Source: an optimization exercise on an open RTL-to-GDS flow (aim: small area). Production flows keep margins and buffers that such runs may drop. At most, simulation tests tie the RTL to the original design; equivalence was not proved. The RTL of run 2 was laid out without a check of its function. No activity file was given, so power comes from the tool's default toggle rates.

$ cat config.mk
export PLATFORM = sky130hd
export DESIGN_NAME = alu_system
export DESIGN_NICKNAME = alu_system
export VERILOG_FILES = /design/flow/design.v
export SDC_FILE = /design/flow/constraint.sdc
export NUM_CORES = 4
export LEC_CHECK = 0
export CAP_MARGIN = 10
export CORE_MARGIN = 2
export CORE_UTILIZATION = 60
export CTS_BUF_LIST = sky130_fd_sc_hd__clkbuf_8
export CTS_CLUSTER_DIAMETER = 70
export CTS_CLUSTER_SIZE = 18
export GPL_TIMING_DRIVEN = 0
export SETUP_SLACK_MARGIN = 0.3
export SLEW_MARGIN = 10
export SYNTH_HIERARCHICAL = 1
export SYNTH_MINIMUM_KEEP_SIZE = 0
$ cat constraint.sdc
create_clock -name core_clock -period 10.0 [get_ports {clk}]
set_input_delay 2.0000 -clock core_clock [delete_from_list [all_inputs] [get_ports {clk}]]
set_output_delay 2.0000 -clock core_clock [all_outputs]
set_load 0.01 [all_outputs]
$ cat design.v
`default_nettype none
package alu_system_pkg;
    localparam int DATA_W    = 8;
    localparam int IR_W      = 16;
    localparam int MEM_DEPTH = 256;
    localparam int MAX_REGS  = 4;    
    typedef logic [DATA_W-1:0] data_t;
    typedef logic [IR_W-1:0]   ir_t;
    typedef enum logic [1:0] {
        FUN_DEC   = 2'd0,
        FUN_INC   = 2'd1,
        FUN_LOAD  = 2'd2,
        FUN_CLEAR = 2'd3
    } reg_fun_e;
    typedef enum logic [3:0] {
        OP_PASS_A = 4'd0,
        OP_PASS_B = 4'd1,
        OP_NOT_A  = 4'd2,
        OP_NOT_B  = 4'd3,
        OP_ADD    = 4'd4,
        OP_ADC    = 4'd5,    
        OP_SUB    = 4'd6,
        OP_AND    = 4'd7,
        OP_OR     = 4'd8,
        OP_XOR    = 4'd9,
        OP_LSL    = 4'd10,
        OP_LSR    = 4'd11,
        OP_ASL    = 4'd12,
        OP_ASR    = 4'd13,
        OP_ROL    = 4'd14,   
        OP_ROR    = 4'd15
    } alu_op_e;
    typedef struct packed {
        logic z;
        logic n;
        logic c;
        logic o;
    } flags_t;
    typedef struct packed {
        reg_fun_e            fun;
        logic [MAX_REGS-1:0] load_n;     
        logic [1:0]          sel_a;
        logic [1:0]          sel_b;
    } bank_ctrl_t;
    typedef struct packed {
        bank_ctrl_t rf;
        bank_ctrl_t arf;
        logic [1:0] mux_a_sel;
        logic [1:0] mux_b_sel;
        logic       mux_c_sel;
        alu_op_e    alu_op;
        logic       flag_we;
        reg_fun_e   ir_fun;
        logic       ir_low;
        logic       ir_en;
        logic       mem_wr;
        logic       mem_cs_n;
    } ctrl_t;
endpackage
`default_nettype wire
`default_nettype none
module cnt_bit (
    input  wire  i_q,
    input  wire  i_t,
    input  wire  i_dec,
    input  wire  i_ld,
    input  wire  i_ldv_n,    
    output logic o_nxt,
    output logic o_t
);
    assign o_nxt = i_ld ? !i_ldv_n : (i_q ^ i_t);
    assign o_t   = i_t & (i_q ^ i_dec);
endmodule
module reg_bank #(
    parameter int NUM_REGS = 4
) (
    input  wire                       clk,
    input  wire                       reset,
    input  alu_system_pkg::bank_ctrl_t i_ctrl,
    input  alu_system_pkg::data_t      i_data,
    output alu_system_pkg::data_t      o_a,
    output alu_system_pkg::data_t      o_b
);
    localparam int unsigned FOLD = alu_system_pkg::MAX_REGS - NUM_REGS;
    alu_system_pkg::data_t regs [0:NUM_REGS-1];
    alu_system_pkg::data_t nxt  [0:NUM_REGS-1];
    function automatic logic [1:0] fold_sel(input logic [1:0] sel);
        fold_sel = (32'(sel) < FOLD) ? 2'd0 : 2'(32'(sel) - FOLD);
    endfunction
    alu_system_pkg::data_t ld_data_n;
    logic                  is_dec;
    assign ld_data_n = ~(i_ctrl.fun[0] ? '0 : i_data);
    assign is_dec    = !i_ctrl.fun[0];
    for (genvar i = 0; i < NUM_REGS; i++)
    begin : g_reg
        logic [alu_system_pkg::DATA_W:0] t;
        logic                            ld;
        assign t[0] = !i_ctrl.load_n[i] & !i_ctrl.fun[1];
        assign ld   = !i_ctrl.load_n[i] & i_ctrl.fun[1];
        for (genvar b = 0; b < alu_system_pkg::DATA_W; b++)
        begin : g_bit
            cnt_bit cb (
                .i_q(regs[i][b]), .i_t(t[b]), .i_dec(is_dec), .i_ld(ld),
                .i_ldv_n(ld_data_n[b]), .o_nxt(nxt[i][b]), .o_t(t[b+1])
            );
        end
    end
    always_ff @(posedge clk or posedge reset)
    begin
        if (reset)
        begin
            for (int i = 0; i < NUM_REGS; i++)
            begin
                regs[i] <= '0;
            end
        end
        else
        begin
            for (int i = 0; i < NUM_REGS; i++)
            begin
                regs[i] <= nxt[i];
            end
        end
    end
    assign o_a = regs[fold_sel(i_ctrl.sel_a)];
    assign o_b = regs[fold_sel(i_ctrl.sel_b)];
endmodule
`default_nettype wire
`default_nettype none
module instr_reg (
    input  wire                     clk,
    input  wire                     reset,
    input  wire                     i_en,
    input  alu_system_pkg::reg_fun_e i_fun,
    input  wire                     i_low,
    input  alu_system_pkg::data_t    i_data,
    output alu_system_pkg::ir_t      o_ir
);
    alu_system_pkg::ir_t ir_q;
    alu_system_pkg::ir_t ir_nxt;
    alu_system_pkg::ir_t ldv_n;
    logic [alu_system_pkg::IR_W:0] t;
    logic                do_ld;
    logic                ld_lo;
    logic                ld_hi;
    assign do_ld = i_en & i_fun[1];
    assign ld_lo = do_ld & (i_fun[0] | i_low);
    assign ld_hi = do_ld & (i_fun[0] | !i_low);
    assign ldv_n = ~(i_fun[0] ? '0 : {i_data, i_data});
    assign t[0]  = i_en & !i_fun[1];
    for (genvar b = 0; b < alu_system_pkg::IR_W; b++)
    begin : g_bit
        cnt_bit cb (
            .i_q(ir_q[b]), .i_t(t[b]), .i_dec(!i_fun[0]),
            .i_ld((b < alu_system_pkg::DATA_W) ? ld_lo : ld_hi),
            .i_ldv_n(ldv_n[b]), .o_nxt(ir_nxt[b]), .o_t(t[b+1])
        );
    end
    always_ff @(posedge clk or posedge reset)
    begin
        if (reset)
            ir_q <= '0;
        else
            ir_q <= ir_nxt;
    end
    assign o_ir = ir_q;
endmodule
`default_nettype wire
`default_nettype none
module bus_mux (
    input  wire [1:0]            i_mux_a_sel,
    input  wire [1:0]            i_mux_b_sel,
    input  wire                  i_mux_c_sel,
    input  alu_system_pkg::data_t i_alu,
    input  alu_system_pkg::data_t i_arf_c,
    input  alu_system_pkg::data_t i_rf_a,
    input  alu_system_pkg::data_t i_mem,
    input  alu_system_pkg::ir_t   i_ir,
    output alu_system_pkg::data_t o_rf_data,
    output alu_system_pkg::data_t o_arf_data,
    output alu_system_pkg::data_t o_alu_a
);
    alu_system_pkg::data_t ir_low;
    assign ir_low = i_ir[alu_system_pkg::DATA_W-1:0];
    always_comb
    begin
        case (i_mux_a_sel)
            2'd0:    o_rf_data = i_alu;
            2'd1:    o_rf_data = i_arf_c;
            2'd2:    o_rf_data = i_mem;
            default: o_rf_data = ir_low;
        endcase
        case (i_mux_b_sel)
            2'd0,
            2'd1:    o_arf_data = i_alu;
            2'd2:    o_arf_data = i_mem;
            default: o_arf_data = ir_low;
        endcase
        o_alu_a = i_mux_c_sel ? i_rf_a : i_arf_c;    
    end
endmodule
`default_nettype wire
`default_nettype none
module alu_mux4 (
    input  wire [3:0] i_d,
    input  wire [1:0] i_s,
    output logic      o_y
);
    assign o_y = i_d[i_s];
endmodule
module alu_unit (
    input  wire                     clk,
    input  wire                     reset,
    input  alu_system_pkg::alu_op_e  i_op,
    input  wire                     i_flag_we,
    input  alu_system_pkg::data_t    i_a,
    input  alu_system_pkg::data_t    i_b,
    output alu_system_pkg::data_t    o_result,
    output alu_system_pkg::flags_t   o_flags
);
    localparam int W   = alu_system_pkg::DATA_W;
    localparam int MSB = W - 1;
    alu_system_pkg::flags_t flags_q;
    alu_system_pkg::flags_t flags_nxt;
    alu_system_pkg::data_t  result;
    alu_system_pkg::data_t  b_op;
    alu_system_pkg::data_t  sum;
    alu_system_pkg::data_t  logic_r;     
    alu_system_pkg::data_t  shl_r;       
    alu_system_pkg::data_t  shr_r;       
    logic [W:0]             carry;
    logic [3:0]             tt;          
    logic [1:0]             pick;        
    logic                   is_sub;
    logic                   is_arith;    
    logic                   is_shift;
    always_comb
    begin
        is_sub   = (i_op == alu_system_pkg::OP_SUB);
        b_op     = is_sub ? ~i_b : i_b;
        carry[0] = is_sub | ((i_op == alu_system_pkg::OP_ADC) & flags_q.c);
        for (int i = 0; i < W; i++)
        begin
            sum[i]     = i_a[i] ^ b_op[i] ^ carry[i];
            carry[i+1] = (i_a[i] & b_op[i]) | (carry[i] & (i_a[i] ^ b_op[i]));
        end
    end
    always_comb
    begin
        case (i_op)
            alu_system_pkg::OP_PASS_A: tt = 4'b1100;
            alu_system_pkg::OP_PASS_B: tt = 4'b1010;
            alu_system_pkg::OP_NOT_A:  tt = 4'b0011;
            alu_system_pkg::OP_NOT_B:  tt = 4'b0101;
            alu_system_pkg::OP_AND:    tt = 4'b1000;
            alu_system_pkg::OP_OR:     tt = 4'b1110;
            default:                   tt = 4'b0110;    
        endcase
    end
    for (genvar i = 0; i < W; i++)
    begin : g_lu
        alu_mux4 lu (.i_d(tt), .i_s({i_a[i], i_b[i]}), .o_y(logic_r[i]));
    end
    assign shl_r = {i_a[MSB-1:0], (i_op == alu_system_pkg::OP_ROL) & flags_q.c};
    assign shr_r = {((i_op == alu_system_pkg::OP_ASR) & i_a[MSB]) |
                    ((i_op == alu_system_pkg::OP_ROR) & flags_q.c), i_a[MSB:1]};
    always_comb
    begin
        is_arith = (i_op == alu_system_pkg::OP_ADD) | (i_op == alu_system_pkg::OP_ADC) | is_sub;
        is_shift = i_op[3] & (i_op[2] | i_op[1]);        
        pick     = is_shift ? {1'b1, i_op[0]} : {1'b0, is_arith};
    end
    for (genvar i = 0; i < W; i++)
    begin : g_res
        alu_mux4 rs (.i_d({shr_r[i], shl_r[i], sum[i], logic_r[i]}), .i_s(pick), .o_y(result[i]));
    end
    always_comb
    begin
        flags_nxt.z = (result == '0);
        flags_nxt.n = result[MSB];
        flags_nxt.c = is_arith ? carry[W] :
                      is_shift ? (i_op[0] ? i_a[0] : i_a[MSB]) : flags_q.c;
        flags_nxt.o = is_arith ? ((i_a[MSB] == b_op[MSB]) & (sum[MSB] != i_a[MSB])) :
                      (i_op == alu_system_pkg::OP_ASL) ? (i_a[MSB] ^ i_a[MSB-1]) : flags_q.o;
    end
    always_ff @(posedge clk or posedge reset)
    begin
        if (reset)
            flags_q <= '0;
        else if (i_flag_we)
            flags_q <= flags_nxt;
    end
    assign o_result = result;
    assign o_flags  = flags_q;
endmodule
`default_nettype wire
`default_nettype none
module mem_row (
    input  wire                   clk,
    input  wire                   i_sel_n,
    input  wire                   i_wen,
    input  alu_system_pkg::data_t i_col,
    output alu_system_pkg::data_t o_q
);
    alu_system_pkg::data_t q;
    always_ff @(posedge clk)
    begin
        q <= ~((q | {8{i_wen}}) & (i_col | {8{i_sel_n}}));
    end
    assign o_q = q;
endmodule
module mem_wen (
    input  wire  i_sel_n,
    input  wire  i_hw_n,
    output logic o_wen
);
    assign o_wen = !(i_sel_n | i_hw_n);
endmodule
module mem_pre (
    input  alu_system_pkg::data_t i_addr,
    input  wire                   i_cs_n,
    input  wire                   i_wr,
    output logic [15:0]           o_hi,
    output logic [15:0]           o_hw_n,
    output logic [15:0]           o_lo
);
    always_comb
    begin
        for (int i = 0; i < 16; i++)
        begin
            o_hi[i]   = (i_addr[7:4] == 4'(i)) & !i_cs_n;
            o_hw_n[i] = !(o_hi[i] & i_wr);
            o_lo[i]   = (i_addr[3:0] == 4'(i));
        end
    end
endmodule
module mem_dec (
    input  wire [15:0]            i_hi,
    input  wire [15:0]            i_lo,
    output logic [255:0]          o_sel_n
);
    always_comb
    begin
        for (int r = 0; r < 256; r++)
        begin
            o_sel_n[r] = !(i_hi[r / 16] & i_lo[r % 16]);
        end
    end
endmodule
module rd_pair (
    input  wire                   i_sel_n0,
    input  wire                   i_sel_n1,
    input  alu_system_pkg::data_t i_q0,
    input  alu_system_pkg::data_t i_q1,
    output alu_system_pkg::data_t o_z
);
    assign o_z = ~((i_q0 | {8{i_sel_n0}}) & (i_q1 | {8{i_sel_n1}}));
endmodule
module rd_nor4 (
    input  wire [31:0]            i_x,
    output alu_system_pkg::data_t o_y
);
    assign o_y = ~(i_x[7:0] | i_x[15:8] | i_x[23:16] | i_x[31:24]);
endmodule
module rd_nand4 (
    input  wire [31:0]            i_x,
    output alu_system_pkg::data_t o_y
);
    assign o_y = ~(i_x[7:0] & i_x[15:8] & i_x[23:16] & i_x[31:24]);
endmodule
module mem_read (
    input  wire [255:0]           i_sel_n,
    input  wire [2047:0]          i_q,
    output alu_system_pkg::data_t o_rd
);
    logic [1023:0] z1;       
    logic [255:0]  a2;       
    logic [63:0]   z3;       
    logic [15:0]   a4;       
    for (genvar p = 0; p < 128; p++)
    begin : g_l1
        rd_pair l1 (
            .i_sel_n0(i_sel_n[2*p]), .i_sel_n1(i_sel_n[2*p+1]),
            .i_q0(i_q[16*p +: 8]), .i_q1(i_q[16*p+8 +: 8]), .o_z(z1[8*p +: 8])
        );
    end
    for (genvar k = 0; k < 32; k++)
    begin : g_l2
        rd_nor4 l2 (.i_x(z1[32*k +: 32]), .o_y(a2[8*k +: 8]));
    end
    for (genvar k = 0; k < 8; k++)
    begin : g_l3
        rd_nand4 l3 (.i_x(a2[32*k +: 32]), .o_y(z3[8*k +: 8]));
    end
    for (genvar k = 0; k < 2; k++)
    begin : g_l4
        rd_nor4 l4 (.i_x(z3[32*k +: 32]), .o_y(a4[8*k +: 8]));
    end
    assign o_rd = a4[7:0] & a4[15:8];
endmodule
module data_memory (
    input  wire                  clk,
    input  alu_system_pkg::data_t i_addr,
    input  alu_system_pkg::data_t i_wdata,
    input  wire                  i_wr,
    input  wire                  i_cs_n,
    output alu_system_pkg::data_t o_rdata
);
    logic [15:0]           hi;
    logic [15:0]           hw_n;
    logic [15:0]           lo;
    logic [255:0]          sel_n;
    logic [255:0]          wen;
    logic [2047:0]         q;
    alu_system_pkg::data_t col;      
    alu_system_pkg::data_t rd;
    logic                  ph;       
    always_ff @(posedge clk)
    begin
        ph <= !ph;
    end
    assign col = i_wr ? (i_wdata ^ {8{ph}}) : '1;
    mem_pre pre0 (
        .i_addr(i_addr), .i_cs_n(i_cs_n), .i_wr(i_wr), .o_hi(hi), .o_hw_n(hw_n), .o_lo(lo)
    );
    mem_dec dec0 (.i_hi(hi), .i_lo(lo), .o_sel_n(sel_n));
    for (genvar r = 0; r < 256; r++)
    begin : g_row
        mem_wen wen0 (.i_sel_n(sel_n[r]), .i_hw_n(hw_n[r / 16]), .o_wen(wen[r]));
        mem_row row (
            .clk(clk), .i_sel_n(sel_n[r]), .i_wen(wen[r]), .i_col(col), .o_q(q[r*8 +: 8])
        );
    end
    mem_read rd0 (.i_sel_n(sel_n), .i_q(q), .o_rd(rd));
    logic rd_one;    
    logic rd_zero;   
    assign rd_one  = !i_cs_n & !i_wr & !ph;
    assign rd_zero = !i_cs_n & !i_wr & ph;
    for (genvar b = 0; b < 8; b++)
    begin : g_out
        assign o_rdata[b] = rd[b] ? rd_one : rd_zero;
    end
endmodule
`default_nettype wire
`default_nettype none
module alu_system (
    input  wire         clk,
    input  wire         reset,
    input  wire  [35:0] i_ctrl,
    output logic [7:0]  o_alu_out,
    output logic [3:0]  o_flags,
    output logic [7:0]  o_address,
    output logic [7:0]  o_mem_data,
    output logic [15:0] o_ir
);
    alu_system_pkg::ctrl_t ctrl;
    assign ctrl = alu_system_pkg::ctrl_t'(i_ctrl);
    alu_system_pkg::data_t rf_data;
    alu_system_pkg::data_t arf_data;
    alu_system_pkg::data_t rf_a;
    alu_system_pkg::data_t rf_b;
    alu_system_pkg::data_t arf_c;
    alu_system_pkg::data_t alu_a;
    reg_bank #(.NUM_REGS(4)) rf0 (
        .clk(clk), .reset(reset), .i_ctrl(ctrl.rf), .i_data(rf_data),
        .o_a(rf_a), .o_b(rf_b)
    );
    reg_bank #(.NUM_REGS(3)) arf0 (
        .clk(clk), .reset(reset), .i_ctrl(ctrl.arf), .i_data(arf_data),
        .o_a(arf_c), .o_b(o_address)
    );
    instr_reg ir0 (
        .clk(clk), .reset(reset), .i_en(ctrl.ir_en), .i_fun(ctrl.ir_fun),
        .i_low(ctrl.ir_low), .i_data(o_mem_data), .o_ir(o_ir)
    );
    bus_mux mux0 (
        .i_mux_a_sel(ctrl.mux_a_sel), .i_mux_b_sel(ctrl.mux_b_sel),
        .i_mux_c_sel(ctrl.mux_c_sel), .i_alu(o_alu_out), .i_arf_c(arf_c),
        .i_rf_a(rf_a), .i_mem(o_mem_data), .i_ir(o_ir),
        .o_rf_data(rf_data), .o_arf_data(arf_data), .o_alu_a(alu_a)
    );
    alu_unit alu0 (
        .clk(clk), .reset(reset), .i_op(ctrl.alu_op), .i_flag_we(ctrl.flag_we),
        .i_a(alu_a), .i_b(rf_b), .o_result(o_alu_out), .o_flags(o_flags)
    );
    data_memory mem0 (
        .clk(clk), .i_addr(o_address), .i_wdata(o_alu_out), .i_wr(ctrl.mem_wr),
        .i_cs_n(ctrl.mem_cs_n), .o_rdata(o_mem_data)
    );
endmodule
`default_nettype wire
$ cat flow/run.sh
#!/bin/bash
# Standard ORFS layout with three changes:
# - after the standard synthesis (run unchanged), every combinational cell is
#   set to its smallest drive strength (downsize.py); registers keep their
#   cells, and the flow's repair steps size up only what slew and timing need;
# - the buffers ABC inserted are removed at floorplan (REMOVE_ABC_BUFFERS);
# - the port buffers are small buffers instead of delay cells.
# Each tool's output goes to flow_*.log here; ORFS keeps its own logs in orfs/logs.
set -euo pipefail
W=$(pwd)
R=$W/orfs/results/$FLOW_PLATFORM/alu_system/base
LIB=$FLOW_HOME/platforms/$FLOW_PLATFORM/lib/sky130_fd_sc_hd__tt_025C_1v80.lib
bash standard.sh synth > $W/flow_synth.log 2>&1
cp $R/1_2_yosys.v $W/1_2_yosys_orig.v
python3 $W/flow/downsize.py $LIB $R/1_2_yosys.v > $W/flow_downsize.log 2>&1
rm -f $R/1_synth.odb
bash standard.sh REMOVE_ABC_BUFFERS=1 "BUFFER_PORTS_ARGS=-buffer_cell sky130_fd_sc_hd__buf_2" finish > $W/flow_finish.log 2>&1
$ cat flow/downsize.py
# Rewrites a Yosys netlist so that every combinational cell uses the smallest-area
# variant of its function (same cell family, different drive strength).
# Registers keep their cell types. Usage: downsize.py LIB NETLIST
import re, sys
lib = open(sys.argv[1]).read()
area = {m.group(1): float(m.group(2)) for m in
        re.finditer(r'cell\s*\(\s*"?(sky130_fd_sc_hd__\w+)"?\s*\)\s*\{.*?area\s*:\s*([\d.]+)', lib, re.S)}
skip = re.compile(r'sky130_fd_sc_hd__(s?e?df|dl|sdl|clk|tap|fill|decap|conb|lpflow|probe|fa_|ha_|maj)')
fam = {}
for c in area:
    m = re.match(r'(sky130_fd_sc_hd__\w+?)_(\d+)$', c)
    if m and not skip.match(c):
        fam.setdefault(m.group(1), []).append(c)
best = {}
for f, cells in fam.items():
    b = min(cells, key=lambda c: (area[c], int(c.rsplit('_', 1)[1])))
    for c in cells:
        if c != b and area[c] > area[b]:
            best[c] = b
text = open(sys.argv[2]).read()
n = [0]
def sub(m):
    c = m.group(1)
    if c in best:
        n[0] += 1
        return best[c] + m.group(2)
    return m.group(0)
text = re.sub(r'\b(sky130_fd_sc_hd__\w+)(\s+[\\\w])', sub, text)
open(sys.argv[2], 'w').write(text)
print("downsized", n[0], "cells")
$ cat standard.sh
#!/bin/bash
# synth_recipe.tcl (not shown) runs the flow's synth.tcl, then flattens the netlist and writes it again
# the make line also repeats each setting of config.mk as NAME=value (left out here)
make -C /OpenROAD-flow-scripts/flow DESIGN_CONFIG=/design/flow/config.mk WORK_HOME=/design/flow/orfs CLKGATE_MAP_FILE= SYNTH_SCRIPT=/design/flow/synth_recipe.tcl "${@:-finish}"
==> summary.txt, run 1 <==
Power and ir drop
  – Pwr per Cell Area: 246.0 nW/um^2
  – Worst vdd ir: 0.1821 mV
  – Leakage: 28.93 nW

Critical path
  – R2R depth: 20
  – Crit end category: output port
  – Arr. time, crit path: 7.70 ns
  – Critical-path top delay cell: a21oi_4
  – Crit path launch type: input pin
  – Crit path max-delay family: simple AND/OR/NAND/NOR gates
  – CP Data Required Time: 8.00 ns
  – Crit path from: i_ctrl[17]
  – Cells along the critical path: buf_2, nor2_1, a21oi_4, and4bb_2, and2_1, nand2_1, o22ai_1, nor4_1, nand4_1, nor4_1, and2_1, xnor2_1, nor2_1, buf_2
  – Critical path's largest stage delay: 0.69 ns
  – Setup CP Type: in -> out
  – Total stage count of the critical path: 14
  – Crit-path max FO: 17
  – CP Buf/Inv Count: 2
  – Worst r2r src: arf0.regs[2][0]

Outcome
  – Status: no timing/DRC/antenna violations

Clock tree
  – CTS Buf Count: 140
  – Root Buffer: clkbuf_8
  – Worst-path clk slew: 0.09 ns
  – CTS HTree Levels: 4
  – Maximum buffer depth of the clock tree: 3
  – CTS Sinks: 2125
  – CTS tree: done
  – Clock latency (worst-skew pair): 0.93 ns
  – Hold_buf cts: 0

Synth
  – Syn_area_per_cell: 9.901 sq um
  – Synth Instances: 7535
  – Synth Cell Area: 74610 sq um
  – YS warnings: 21

STA
  – Measured slew at the worst slew-check pin: between 1 and 1.5 ns
  – Crit share post-route: 97.00%
  – Final setup fails: 0
  – Clock Skews: 0.03224 ns
  – RSZ-0062 raised after global routing: yes
  – Final Hold Vio Count: 0
  – Max_slew headroom: 16.61%
  – Final Max Tran Viols: 0
  – Clock period minus worst slack: 9.700 ns
  – Fmax: between 100 and 150 MHz
  – Final setup TNS: 0 ns

Global route
  – Vias in the first global route: between 50000 and 60000
  – Largest net degree at the start of global routing: 63
  – Most used routing layer: met1
  – GRT Overall Usage: around a third
  – Initial antenna violation count: 6
  – Met2 usage: about half
  – Met1 Use GR: ~51%
  – First-pass GRT wire length: 336100 microns
  – Global Route met3 Usage: 5.882%
  – GRT overflow: 0

Floorplan
  – Die Ht: 356.6 microns
  – I/O pin count: 82
  – Initial Util: 60.42%
  – Site Rows: 129
  – CORE AREA: 123500 sq um
  – Die width: 356.6 microns
  – Die area: 127200 sq um

Detailed routing
  – Post-route ant nets: 0
  – Final WL: approximately 220000 microns
  – Vias: roughly 60000
  – Routed length per placed instance: 25.84 microns
  – DR vias/cell: 7.065
  – Residual DRC: 0
  – DRT iter0 DRCs: 7090
  – First-pass DRT Iterations: 6

Final layout
  – Area growth syn-to-layout: 4.541%
  – Nets: 7024
  – Share of post-route cells with drive strength above 1: between 6 and 7%
  – Final Instance Area: 77990 sq um

Job
  – Max Cap Viol: 0

Worst hold path
  – Min-delay src: mem0.g_row[87].row.q[7]
  – Worst Hold Depth: 1
  – Hold Crit Class: reg -> reg

Placed design
  – GPL Wtd Cong: 0.8601
  – Port Buf Inserts: 80
  – Post-DP Area: 75540 sq um
  – Final HPWL DP: 147400 microns
-- flip-flops by register name, indices dropped and copies added (netlist names) --
signal,flops
mem0.ph,1
ir0.ir_q,16
alu0.flags_q,4
arf0.regs,24
mem0.g_row.row.q,2048
rf0.regs,32
-- layout make-up --
cell class	count	area [sq um]
fillers	10310	45480
flip-flops and latches	2125	42920
clock inverters	26	279.0
diodes	4	10.01
well taps	1637	2048
repair buffers	161	1893
clock buffers	149	2051
inverters	22	82.58
multi-input cells	4527	28710
-- placed cells by master, fill, tap and decap left out, types with 21 or more instances in the layout --
cell type,count
o22ai_1,3073
dfxtp_1,2049
nor2_1,300
nand2_1,289
nor4_1,267
clkbuf_8,149
mux2i_1,99
xnor2_1,96
buf_2,82
and2_1,76
dfrtp_1,76
xor2_1,67
nand4_1,64
mux4_2,40
buf_16,35
inv_1,24
a21oi_1,21
-- worst paths after layout --
check / end / slack [ns]
max in group asynchronous: arf0.regs[1][6] / 8.01
worst min-delay path: mem0.g_row[87].row.q[7] / 0.45
worst max register to register: mem0.g_row[65].row.q[7] / 3.12
min in group asynchronous: alu0.flags_q[3] / 1.05
worst max-delay path: o_mem_data[2] / 0.30
worst min register to register: mem0.g_row[87].row.q[7] / 0.45
-- per-stage QoR --
| stage | hold WS, ns | util, % | power (W) | worst slack (ns) | std cells |
|---|---|---|---|---|---|
| final | 0.4477 | 63.17 | 0.01919 | 0.2999 | 8651 |
| after global placement | 0.4295 | 59.79 | 0.01463 | -6.859 | 8391 |
| after global routing | 0.4597 | 63.16 | 0.01989 | 0.2444 | 8649 |
| after CTS | 0.4516 | 63.10 | 0.01912 | 0.3640 | 8647 |
| after floorplan | 0.4225 | - | 0.01282 | -1.115 | 6674 |
| after detailed placement | 0.4374 | 61.18 | 0.01506 | -0.5101 | 8472 |
-- layer usage --
metal  up-vias  wire length (microns)
met3       319                  18690
met4         4                   6118
li1      28320                      -
met2      2258                  97200
met5         -                     29
met1     30230                 101500
-- what timing repair did --
| item | 4_1_cts | 5_1_grt |
|---|---|---|
| resized for setup | 10 | 10 |
| endpoints found under the setup margin | 7 | 8 |
| buffers inserted | 0 | 0 |
| pin swaps | 0 | 1 |
-- where the power goes --
group	total, W	switching [W]	internal [W]	leakage [nW]
Clock	0.00414	0.00267	0.00148	1.22
Combinational	0.00501	0.00319	0.00182	7.99
Sequential	0.0100	0.000602	0.00943	19.7
Total	0.0192	0.00645	0.0127	28.9
==> run 2: changes to the inputs <==
--- a/design.v
+++ b/design.v
@@ -311,2 +311,10 @@
 endmodule
+module mem_col (
+    input  alu_system_pkg::data_t i_wdata,
+    input  wire                   i_ph,
+    input  wire                   i_wr,
+    output alu_system_pkg::data_t o_col
+);
+    assign o_col = i_wr ? (i_wdata ^ {8{i_ph}}) : '1;
+endmodule
 module mem_wen (
@@ -414,3 +422,3 @@
     logic [2047:0]         q;
-    alu_system_pkg::data_t col;      
+    logic [15:0]           col;      
     alu_system_pkg::data_t rd;
@@ -421,3 +429,6 @@
     end
-    assign col = i_wr ? (i_wdata ^ {8{ph}}) : '1;
+    for (genvar h = 0; h < 2; h++)
+    begin : g_col
+        mem_col cd (.i_wdata(i_wdata), .i_ph(ph), .i_wr(i_wr), .o_col(col[8*h +: 8]));
+    end
     mem_pre pre0 (
@@ -430,3 +441,3 @@
         mem_row row (
-            .clk(clk), .i_sel_n(sel_n[r]), .i_wen(wen[r]), .i_col(col), .o_q(q[r*8 +: 8])
+            .clk(clk), .i_sel_n(sel_n[r]), .i_wen(wen[r]), .i_col(col[8*(r/128) +: 8]), .o_q(q[r*8 +: 8])
         );
==> summary.txt, run 2 <==
Detailed routing
  – Vias: 60590 (was 61120)
  – Post-route ant nets: 0 (unchanged)
  – Final WL: 217900 microns (was 223500 microns)
  – Residual DRC: 0 (unchanged)
  – DRT iter0 DRCs: 6189 (was 7090)
  – DR vias/cell: 6.987 (was 7.065)
  – Routed length per placed instance: 25.13 microns (was 25.84 microns)
  – First-pass DRT Iterations: 6 (unchanged)

Global route
  – Vias in the first global route: 54120 (was 54670)
  – Most used routing layer: met2 (was met1)
  – First-pass GRT wire length: 329300 microns (was 336100 microns)
  – GRT overflow: 0 (unchanged)
  – Global Route met3 Usage: 4.658% (was 5.882%)
  – GRT Overall Usage: 32.92% (was 33.86%)
  – Met1 Use GR: 47.85% (was 50.90%)
  – Largest net degree at the start of global routing: 63 (unchanged)
  – Initial antenna violation count: 4 (was 6)
  – Met2 usage: 49.41% (was 49.80%)

Floorplan
  – Die width: 356.9 microns (was 356.6 microns)
  – CORE AREA: 123600 sq um (was 123500 sq um)
  – Die area: 127400 sq um (was 127200 sq um)
  – Die Ht: 356.9 microns (was 356.6 microns)
  – Site Rows: 129 (unchanged)
  – Initial Util: 60.43% (was 60.42%)
  – I/O pin count: 82 (unchanged)

Final layout
  – Post-Layout Cell Count: 8671 (was 8651)
  – Share of post-route cells with drive strength above 1: 6.416% (was 6.277%)
  – Area growth syn-to-layout: 4.512% (was 4.541%)
  – Nets: 7036 (was 7024)
  – Largest registers: mem0.g_row.row.q (2048), rf0.regs (32), arf0.regs (24) (unchanged)
  – Most frequent cells in the layout: o22ai_1 (3073), dfxtp_1 (2048), nor2_1 (303), nand2_1 (289), nor4_1 (262) (was o22ai_1 (3073), dfxtp_1 (2049), nor2_1 (300), nand2_1 (289), nor4_1 (267))
  – Max FFs per register: 2048 (unchanged)
  – Final core utilization: 63.16% (was 63.17%)
  – Largest Register: mem0.g_row.row.q (unchanged)
  – Commonest non-fill, non-tap cell in the layout: o22ai_1 (unchanged)
  – Final Instance Area: 78080 sq um (was 77990 sq um)

Clock tree
  – Hold_buf cts: 0 (unchanged)
  – Maximum buffer depth of the clock tree: 3 (unchanged)
  – CTS Buf Count: 141 (was 140)
  – Clock latency (worst-skew pair): 0.90 ns (was 0.93 ns)
  – CTS HTree Levels: 4 (unchanged)
  – CTS Sinks: 2125 (unchanged)
  – CTS tree: done (unchanged)
  – Worst-path clk slew: 0.09 ns (about the same)
  – Root Buffer: clkbuf_8 (unchanged)

Critical path
  – Crit path launch type: input pin (unchanged)
  – Crit end category: output port (unchanged)
  – Crit-path max FO: 17 (unchanged)
  – Arr. time, crit path: 7.86 ns (was 7.70 ns)
  – CP Data Required Time: 8.00 ns (about the same)
  – R2R depth: 19 (was 20)
  – Cells along the critical path: buf_2, nor2_1, a21oi_1, or3_1, nor3_2, buf_6, nand2_1, o22ai_1, nor4_1, nand4_1, nor4_1, and2_1, xnor2_1, nor2_1, buf_2 (was buf_2, nor2_1, a21oi_4, and4bb_2, and2_1, nand2_1, o22ai_1, nor4_1, nand4_1, nor4_1, and2_1, xnor2_1, nor2_1, buf_2)
  – Setup CP Type: in -> out (unchanged)
  – R2r endpoint: mem0.g_row[238].row.q[7] (was mem0.g_row[65].row.q[7])
  – Critical path's largest stage delay: 1.03 ns (was 0.69 ns)
  – Critical-path top delay cell: a21oi_1 (was a21oi_4)
  – Internal reg-to-reg setup slack: 3.21 ns (was 3.12 ns)
  – Worst r2r src: arf0.regs[1][0] (was arf0.regs[2][0])

Worst hold path
  – Worst Hold Depth: 1 (unchanged)
  – Min-delay src: mem0.g_row[245].row.q[0] (was mem0.g_row[87].row.q[7])
  – Hold EP: mem0.g_row[245].row.q[0] (was mem0.g_row[87].row.q[7])
  – Hold Crit Class: reg -> reg (unchanged)

STA
  – Measured slew at the worst slew-check pin: 1.355 ns (was 1.248 ns)
  – Final setup TNS: 0 ns (unchanged)
  – Max_slew headroom: 9.667% (was 16.61%)
  – Final Hold Vio Count: 0 (unchanged)
  – Clock Skews: 0.03751 ns (was 0.03224 ns)
  – Final Max Tran Viols: 0 (unchanged)
  – Final setup fails: 0 (unchanged)
  – Fmax: 101.5 MHz (was 103.1 MHz)
  – RSZ-0062 raised after global routing: yes (unchanged)
  – Crit share post-route: 98.56% (was 97.00%)
  – Clock period minus worst slack: 9.856 ns (was 9.700 ns)

Placed design
  – Final HPWL DP: 144700 microns (was 147400 microns)
  – GPL Wtd Cong: 0.8795 (was 0.8601)
  – Post-DP Area: 75560 sq um (was 75540 sq um)
  – Placed insts: 8483 (was 8472)
  – Port Buf Inserts: 80 (unchanged)

Outcome
  – Status: no timing/DRC/antenna violations (unchanged)

Power and ir drop
  – Design Power: 0.01916 W (was 0.01919 W)
  – Pwr per Cell Area: 245.3 nW/um^2 (was 246.0 nW/um^2)
  – Leakage: 28.96 nW (was 28.93 nW)
  – Worst vdd ir: 0.2084 mV (was 0.1821 mV)

Synth
  – Synth Instances: 7553 (was 7535)
  – YS warnings: 21 (unchanged)
  – Synth Cell Area: 74710 sq um (was 74610 sq um)
  – Syn_area_per_cell: 9.892 sq um (was 9.901 sq um)

Job
  – Max Cap Viol: 0 (unchanged)
==> run 2: report_power, final <==
group / internal (W) / switching (W) / total [W]
Combinational: 0.00180 / 0.00315 / 0.00495
Clock: 0.00151 / 0.00267 / 0.00418
Sequential: 0.00943 / 0.000596 / 0.0100
==> run 2: worst max-delay path by stage <==
| stage | from | endpoint | slack [ns] | cells past startpoint |
|---|---|---|---|---|
| after floorplan | i_ctrl[10] | mem0.g_row[0].row.q[7] | 0.99 | 16 |
| after global placement | i_ctrl[16] | o_mem_data[4] | -6.26 | 13 |
| after detailed placement | i_ctrl[17] | o_mem_data[1] | -0.06 | 18 |
| after CTS | i_ctrl[16] | o_mem_data[4] | 0.35 | 16 |
| after global routing | i_ctrl[17] | o_mem_data[6] | 0.24 | 15 |
| final | i_ctrl[17] | o_mem_data[6] | 0.14 | 15 |
==> run 2: final cells by class <==
cell class                 count  area [sq um]
multi-input combinational   4543         28840
fill                       10320         45550
inverter                      22         82.58
clock buffer                 156          2147
clock inverter                27         259.0
timing repair buffer         156          1774
antenna                        5         12.51
tap                         1637          2048
sequential                  2125         42920
==> run 2: critical path, delay by kind of cell <==
family                 cells  cell delay, ns
XOR/XNOR                   1            0.07
AO/OA/AOI/OAI              2            1.28
AND/OR/NAND/NOR            9            3.74
buffers and inverters      3            0.75
==> run 2: through the flow <==
stage	hold WS [ns]	setup slack, ns
detailed placement	0.4374	-0.06310
finish	0.4461	0.1436
CTS	0.4508	0.3505
global placement	0.4297	-6.256
floorplan	0.4225	0.9867
global route	0.4584	0.2366
==> run 2: repair_timing <==
action,CTS,global route
setup buffers,0,0
gates resized for setup,10,8
endpoints found under the setup margin,8,6
hold endpoints to repair,0,0
==> run 2: metal layers <==
layer	vias to the layer above	wire length (microns)
li1	28320	-
met1	29690	97390
met2	2191	97040
met3	379	14920
met4	0	8561
met5	-	0

[what the ideal ports hide]
Ports are ideal in the flow. The routed layouts listed here were re-timed in OpenROAD. Step 1 assumes that a clkbuf_16 drives the clock port and a buf_2 every other input. Step 2 adds t to the input delays and takes it off the output delays; t is the mean of the earliest and latest rising clock arrival at the registers after step 1. Input paths then give back, and output paths get back, about the clock's delay inside the block. Three values: no drivers, after step 1, after step 2; two values: the first two.
| run | t, ns | setup WS [ns] | clock arrival spread, ns | worst register clock-pin slew, ns | pins driven straight from the clock port |
|---|---|---|---|---|---|
| run 1 | 0.984 | 0.300 / 0.247 / 0.247 | 0.032 / 0.033 | 0.12 / 0.12 | 1 |
| run 2 | 0.964 | 0.144 / 0.096 / 0.096 | 0.043 / 0.043 | 0.12 / 0.12 | 1 |
After both steps setup and hold are still met in every run listed. The setup slack of run 1, which loses most, moves by -0.053 ns with the drivers and by -0.053 ns with both steps.
